Source: an optimization exercise on an open RTL-to-GDS flow (aim: small area and few clock cycles). Production flows keep margins and buffers that such runs may drop. The RTL was checked by simulation tests, not by an equivalence proof against the original design. No activity file was given, so power comes from the tool's default toggle rates.

==> design.v <==
module ro_quant_pack_writer #(
    parameter int IN_W   = 192,
    parameter int OUT_W  = 128,
    parameter int ADDR_W = 32
) (
    input  logic              clk,
    input  logic              rst_n,
    input  logic              s_config_valid,
    output logic              s_config_ready,
    input  logic [31:0]       s_config_data,
    input  logic              s_valid,
    input  logic [IN_W-1:0]   s_data,
    output logic              s_ready,
    output logic              cmd_valid,
    input  logic              cmd_ready,
    output logic [ADDR_W-1:0] cmd_addr,
    output logic [15:0]       cmd_len,
    output logic              m_valid,
    output logic [OUT_W-1:0]  m_data,
    output logic              m_last,
    input  logic              m_ready,
    output logic              done,
    output logic [1:0]        status
);
    typedef enum logic [1:0] {
        ST_CONFIG = 2'd0,
        ST_CMD    = 2'd1,
        ST_DATA   = 2'd2,
        ST_DONE   = 2'd3
    } state_t;
    state_t              state_q, state_d;
    logic [1:0]          cfg_idx_q;
    logic [11:0]         img_w_q, img_h_q;
    logic [4:0]          shift_q;
    logic                relu_q;
    logic [7:0]          w_tile_q;
    logic [12:0]         groups_q;
    logic [15:0]         row_bytes_q;
    logic [ADDR_W-1:0]   addr_q;
    logic [12:0]         grp_q;
    logic [11:0]         line_q;
    logic [7:0]          tile_q;
    logic [11:0]         pix_q;
    logic                in_done_q;
    logic [63:0]         hold_q;
    logic [OUT_W-1:0]    m_data_q;
    logic                m_valid_q, m_last_q;
    logic                cfg_acc, beat_acc, m_acc, pix_last, last_seg;
    logic [63:0]         q_pix;
    logic [12:0]         half_w;
    function automatic logic [7:0] quant(input logic [23:0] x, input logic [4:0] sh,
                                         input logic relu);
        logic signed [32:0] xs, rnd, y;
        xs  = {{9{x[23]}}, x};
        rnd = (sh == 5'd0) ? '0 : (33'sd1 <<< (sh - 5'd1));
        y   = (xs + rnd) >>> sh;
        if (relu && y < 33'sd0) y = '0;
        if (y > 33'sd127)       quant = 8'h7F;
        else if (y < -33'sd128) quant = 8'h80;
        else                    quant = y[7:0];
    endfunction
    always_comb begin
        q_pix = '0;
        for (int unsigned i = 0; i < 8; i++)
            q_pix[63-8*i -: 8] = quant(s_data[IN_W-1-24*i -: 24], shift_q, relu_q);
    end
    assign cfg_acc  = s_config_valid & s_config_ready;
    assign beat_acc = s_valid & s_ready;
    assign m_acc    = m_valid_q & m_ready;
    assign pix_last = (pix_q == img_w_q - 12'd1);
    assign last_seg = (grp_q == groups_q - 13'd1) && (line_q == img_h_q - 12'd1)
                   && (tile_q == w_tile_q - 8'd1);
    assign half_w   = ({1'b0, s_config_data[11:0]} + 13'd1) >> 1;
    assign s_ready  = (state_q == ST_DATA) && !in_done_q && (pix_q < img_w_q)
                   && (!m_valid_q || m_ready);
    assign cmd_addr = addr_q;
    assign cmd_len  = row_bytes_q;
    assign m_valid  = m_valid_q;
    assign m_data   = m_data_q;
    assign m_last   = m_last_q;
    assign status   = state_q;
    always_comb begin
        state_d        = state_q;
        s_config_ready = 1'b0;
        cmd_valid      = 1'b0;
        done           = 1'b0;
        unique case (state_q)
            ST_CONFIG: begin
                s_config_ready = 1'b1;
                if (cfg_acc && cfg_idx_q == 2'd2) state_d = ST_CMD;
            end
            ST_CMD: begin
                cmd_valid = 1'b1;
                if (cmd_ready) state_d = ST_DATA;
            end
            ST_DATA: begin
                if (m_acc && m_last_q) state_d = last_seg ? ST_DONE : ST_CMD;
            end
            ST_DONE: begin
                done    = 1'b1;
                state_d = ST_CONFIG;
            end
            default: state_d = ST_CONFIG;
        endcase
    end
    always_ff @(posedge clk) begin
        if (!rst_n) begin
            state_q     <= ST_CONFIG;
            cfg_idx_q   <= '0;
            img_w_q     <= '0;
            img_h_q     <= '0;
            shift_q     <= '0;
            relu_q      <= 1'b0;
            w_tile_q    <= '0;
            groups_q    <= '0;
            row_bytes_q <= '0;
            addr_q      <= '0;
            grp_q       <= '0;
            line_q      <= '0;
            tile_q      <= '0;
            pix_q       <= '0;
            in_done_q   <= 1'b0;
            hold_q      <= '0;
            m_data_q    <= '0;
            m_valid_q   <= 1'b0;
            m_last_q    <= 1'b0;
        end else begin
            state_q <= state_d;
            if (cfg_acc) begin
                cfg_idx_q <= (cfg_idx_q == 2'd2) ? 2'd0 : cfg_idx_q + 2'd1;
                case (cfg_idx_q)
                    2'd0: begin
                        img_w_q     <= s_config_data[11:0];
                        img_h_q     <= s_config_data[23:12];
                        shift_q     <= s_config_data[28:24];
                        relu_q      <= s_config_data[29];
                        row_bytes_q <= {half_w[11:0], 4'b0000};
                    end
                    2'd1: begin
                        w_tile_q <= s_config_data[7:0];
                        groups_q <= s_config_data[23:11];
                    end
                    default: addr_q <= s_config_data[ADDR_W-1:0];
                endcase
            end
            if (beat_acc) begin
                pix_q <= pix_last ? '0 : pix_q + 12'd1;
                if (pix_last) in_done_q <= 1'b1;
                if (!pix_q[0] && !pix_last) hold_q <= q_pix;
            end
            if (beat_acc && (pix_q[0] || pix_last)) begin
                m_valid_q <= 1'b1;
                m_last_q  <= pix_last;
                m_data_q  <= pix_q[0] ? {hold_q, q_pix} : {q_pix, 64'h0};
            end else if (m_acc) begin
                m_valid_q <= 1'b0;
                m_last_q  <= 1'b0;
            end
            if (m_acc && m_last_q) begin
                in_done_q <= 1'b0;
                addr_q    <= addr_q + ADDR_W'(row_bytes_q);
                if (grp_q == groups_q - 13'd1) begin
                    grp_q <= '0;
                    if (line_q == img_h_q - 12'd1) begin
                        line_q <= '0;
                        tile_q <= (tile_q == w_tile_q - 8'd1) ? '0 : tile_q + 8'd1;
                    end else begin
                        line_q <= line_q + 12'd1;
                    end
                end else begin
                    grp_q <= grp_q + 13'd1;
                end
            end
        end
    end
endmodule
==> run.sh <==
#!/bin/bash
# synth_recipe.tcl (not shown) runs the flow's synth.tcl, then flattens the netlist and writes it again
# the make line also repeats each setting of config.mk as NAME=value (left out here)
make -C /OpenROAD-flow-scripts/flow DESIGN_CONFIG=/design/flow/config.mk WORK_HOME=/design/flow/orfs CLKGATE_MAP_FILE= SYNTH_SCRIPT=/design/flow/synth_recipe.tcl finish
==> config.mk <==
export PLATFORM = sky130hd
export DESIGN_NAME = ro_quant_pack_writer
export DESIGN_NICKNAME = ro_quant_pack_writer
export VERILOG_FILES = /design/flow/design.v
export SDC_FILE = /design/flow/constraint.sdc
export NUM_CORES = 4
export LEC_CHECK = 0
export CAP_MARGIN = 20
export CORE_MARGIN = 2
export CORE_UTILIZATION = 40
export PLACE_DENSITY = 0.6
export SLEW_MARGIN = 20
==> constraint.sdc <==
create_clock -name core_clock -period 10.0 [get_ports {clk}]
set_input_delay 2.0000 -clock core_clock [delete_from_list [all_inputs] [get_ports {clk}]]
set_output_delay 2.0000 -clock core_clock [all_outputs]
set_load 0.01 [all_outputs]
==> results.txt <==
[Yosys cell counts (69+ instances only)]
cell	n	area (µm²)
sky130_fd_sc_hd__a31oi_1	140	876
sky130_fd_sc_hd__inv_1	143	537
sky130_fd_sc_hd__o2111ai_1	69	604
sky130_fd_sc_hd__nand3_1	324	1620
sky130_fd_sc_hd__ha_1	201	2510
sky130_fd_sc_hd__xnor2_1	250	2190
sky130_fd_sc_hd__o22ai_1	94	588
sky130_fd_sc_hd__nor4_1	102	638
sky130_fd_sc_hd__nor3_1	296	1480
sky130_fd_sc_hd__clkbuf_1	582	2180
sky130_fd_sc_hd__mux2i_1	161	1610
sky130_fd_sc_hd__and3_1	122	763
sky130_fd_sc_hd__o211ai_1	215	1610
sky130_fd_sc_hd__nand2b_1	83	519
sky130_fd_sc_hd__a21o_1	132	991
sky130_fd_sc_hd__and2_1	107	669
sky130_fd_sc_hd__nand4_1	170	1060
sky130_fd_sc_hd__o31ai_1	91	683
sky130_fd_sc_hd__o21a_1	107	803
sky130_fd_sc_hd__or3_1	153	957
sky130_fd_sc_hd__a21oi_1	677	3390
sky130_fd_sc_hd__buf_2	85	425
sky130_fd_sc_hd__o21ai_0	586	2930
sky130_fd_sc_hd__o221ai_1	74	648
sky130_fd_sc_hd__a211oi_1	191	1430
sky130_fd_sc_hd__nand2_1	933	3500
sky130_fd_sc_hd__buf_1	90	338
sky130_fd_sc_hd__dfxtp_1	339	6790
sky130_fd_sc_hd__xor2_1	114	998
sky130_fd_sc_hd__nor2_1	820	3080
[layout make-up]
class / count / area [µm²] / area share [%]
clock inverters: 8 / 106 / 0.154
repair buffers: 781 / 7100 / 10.3
inverters: 146 / 573 / 0.830
clock buffers: 50 / 1010 / 1.47
flip-flops and latches: 339 / 6810 / 9.85
multi-input cells: 7732 / 50800 / 73.5
well taps: 2030 / 2540 / 3.68
diodes: 64 / 160 / 0.232
[power groups by stage]
stage                     combinational, mW  sequential (mW)  clock [mW]
final                                  3.77             1.42        1.31
after global routing                   3.82             1.42        1.37
after CTS                              3.52             1.41        1.32
after detailed placement               3.50             1.44           0
after global placement                 3.51             1.44           0
after floorplan                        2.02             1.42           0
[sequential cells by signal, summed over array words and instances (netlist names), 2 cells and up]
name         cells
row_bytes_q     12
w_tile_q         8
groups_q        13
img_w_q         12
img_h_q         12
tile_q           8
shift_q          5
m_data_q       128
line_q          12
grp_q           13
state_q          2
cfg_idx_q        2
hold_q          64
pix_q           12
addr_q          32
[critical path, cell delays in order, from the launching register on]
cell and delay (ns):
sky130_fd_sc_hd__dfxtp_4 0.68, sky130_fd_sc_hd__inv_6 0.27, sky130_fd_sc_hd__nor2_2 0.19, sky130_fd_sc_hd__nand2_1 0.55, sky130_fd_sc_hd__buf_4 0.40, sky130_fd_sc_hd__nor2_2 0.89
sky130_fd_sc_hd__buf_12 0.27, sky130_fd_sc_hd__ha_1 0.39, sky130_fd_sc_hd__a21o_1 0.25, sky130_fd_sc_hd__a21o_1 0.18, sky130_fd_sc_hd__a21oi_1 0.21, sky130_fd_sc_hd__o221ai_1 0.38
sky130_fd_sc_hd__or3_1 0.49, sky130_fd_sc_hd__o211ai_1 0.71, sky130_fd_sc_hd__nor2_1 0.44, sky130_fd_sc_hd__a222oi_1 0.72, sky130_fd_sc_hd__a221o_1 0.28, sky130_fd_sc_hd__nor4bb_1 0.62
sky130_fd_sc_hd__a31oi_1 0.31, sky130_fd_sc_hd__a211oi_1 0.33, sky130_fd_sc_hd__o21ai_0 0.11
[cells by family (layout without fill, tap and decap cells)]
| family | Yosys count | count (layout) | share of synthesized area [%] |
|---|---|---|---|
| buffers and inverters | 921 | 985 | 5.99 |
| flip-flops | 339 | 339 | 11.2 |
| AO/OA/AOI/OAI | 3413 | 3413 | 39.4 |
| other | 1 | 76 | 0.00616 |
| multiplexers | 272 | 272 | 5.71 |
| XOR/XNOR | 369 | 369 | 5.43 |
| adder cells (fa/ha/maj) | 209 | 209 | 4.28 |
| AND/OR/NAND/NOR | 3457 | 3457 | 28.0 |
[through the flow]
stage                     power [mW]  utilization, %  setup WS (ns)
after global routing            6.60            45.5           1.01
after floorplan                 3.44               -           2.81
final                           6.50            45.6           1.11
after CTS                       6.25            45.5           1.60
after detailed placement        4.95            44.7           1.35
after global placement          4.96            44.7           1.46
[final timing paths]
kind,depth (start not counted),endpoint
worst min register to register,2,m_data_q[7]$_SDFFE_PN0P_
worst max register to register,20,m_data_q[38]$_SDFFE_PN0P_
worst max-delay path,20,m_data_q[38]$_SDFFE_PN0P_
worst min-delay path,2,m_data_q[7]$_SDFFE_PN0P_
[routing by layer]
layer  vias to the layer above  track usage (%)  wire length [µm]
met5                         -                0               411
met4                        46             32.5             31800
met3                      1506             18.4             59900
met2                      7099             66.8            155000
met1                     39438             63.3            157000
li1                      34990                -                 -
==> out/metrics.yaml <==
synthesis:
  synth.ff_latch_count: 339
  post_synth_inst_count: 8981
  synth_area_per_cell_um2: 6.77
  post_synth_num_cell_types: 126
  share_of_the_yosys_chip_area_belonging_to_registers_pct: 11.2
  share_of_synthesized_registers_carrying_an_async_set_or_reset_pct: 0
  synth_edf_count: 0
  synth_cell_area_um2: 60800
  synth_ff_type: "sky130_fd_sc_hd__dfxtp_1"
  yosys_warnings: 1
power_and_ir_drop:
  power.density_nw_per_um2: 94.0
  switching_pwr_mw: 3.27
  switching_fraction_pct: 50.3
  comb_power_share_pct: 58.1
  power.static_leakage_nw: 25.2
  intPower_mw: 3.23
  power.clock.fraction_pct: 20.1
  power.share.sequential_pct: 21.8
  vdd_ir_drop_max_uv: 94.5
timing:
  timing_worst_slew_pin_value_ns: 1.35
  slew_headroom_pct: 9.67
  finalCritPeriodShare_pct: 88.9
  fin_worst_skew_ns: 0.0271
  grt_setup_unrepaired: "false"
  achievable-frequency_ghz: 0.113
  hold_violations: 0
  finalHoldWorstSlack_ns: 0.457
  report.final.setup_viol: 0
  report.final.slew_viol_count: 0
  fin_setup_tns_ns: 0
  final.min_clock_period_ns: 8.89
cts:
  cts_tree: "built"
  cts_sinks: 339
  cts.root.buffer_cell: "sky130_fd_sc_hd__clkbuf_16"
  post_cts_hold_buffer_count: 0
  clock_tree.htree_level_count: 2
  cts_buf_count: 35
  clock_insertion_delay_worst_skew_ns: 0.58
  cts_resized: 0
  path_clk_slew_ns: 0.06
  clock_path_buffers: 3
  post_cts_buffers: 0
global_routing:
  global_route.usage.total_pct: 48.9
  antenna_violations_before_repair: 57
  grt_start_max_net_pins: 119
  congestion_overflow_gr: 0
  grt_first_pass_wirelength_mm: 558
  vias_in_the_first_global_route: 73332
detailed_routing:
  post-route-drc-count: 0
  vias: 83079
  drt-wirelength-per-cell_um: 36.2
  wl_mm: 404
  detail-route-antenna-nets: 0
  drt_pass1_iterations: 9
  drt_iter0_drc: 12928
  vias_per_cell: 7.45
layout:
  area.growth.synth_to_final_pct: 13.5
  postLayoutCellArea_um2: 69100
  layout.cells.most_common_list: "926 x sky130_fd_sc_hd__nand2_1, 774 x sky130_fd_sc_hd__nor2_1, 677 x sky130_fd_sc_hd__a21oi_1"
  final_nets: 9467
  final_cell_count_no_fill: 11150
  filler_cell_count: 15664
  mostFrequentLayoutCell: "sky130_fd_sc_hd__nand2_1"
  drive_gt1_share_pct: 9.11
outcome:
  outcome: "no timing/DRC/antenna violations"
setup_path:
  worst_ep_arrival_time_ns: 9.33
  critPathRequiredTime_ns: 10.44
  path_class: "reg -> reg"
  r2r_path_start: "shift_q[2]$_SDFFE_PN0P_"
  worst-path-max-fanout: 24
  worstSetupStartpointType: "flip-flop"
  rrSetupSlack_ns: 1.11
  endpoint_kind: "flip-flop"
  beginning_of_the_critical_path: "shift_q[2]$_SDFFE_PN0P_"
place:
  detailed_place_hpwl_mm: 307
  globalplace.congestion: 1.10
  placed_cells: 11027
  place_area_um2: 67800
  io_buffers: 409
floorplanning:
  std_cell_rows: 143
  die_height_um: 394
  design.portCount: 414
  start_util_pct: 40.1
  core_region_area_um2: 152000
  dieArea_um2: 155000
  die-width_um: 394
min_path:
  worst_hold_path_type: "reg -> reg"
  holdCritStartpoint: "m_data_q[7]$_SDFFE_PN0P_"
flow_run:
  number_of_maximum_capacitance_constraint_violations: 0
Testbench counts, summed over its fixed seeds: cycles 17,614.

-- re-timing with driven ports --
How much do the figures lean on ideal ports? The routed layout below was timed once more, with nothing changed but the port constraints.
Step 1, drivers: a clkbuf_16 drives clk and a buf_2 each remaining input, both assumed.
Step 2, shift: input delay + t, output delay - t, t = (earliest + latest rising clock arrival at the registers) / 2. This alone moves slack from input paths to output paths.
Three values: ideal, step 1, step 2; two values: the first two.
shift t [ns]: 0.639
setup WS [ns]: 1.114 / 1.114 / 1.013
worst register clock-pin slew, ns: 0.07 / 0.07
worst data-port slew with drivers (ns): 0.20
After both steps setup and hold are still met in this run. For this run, drivers alone change the setup slack by 0.000 ns; drivers and shift together by -0.101 ns.
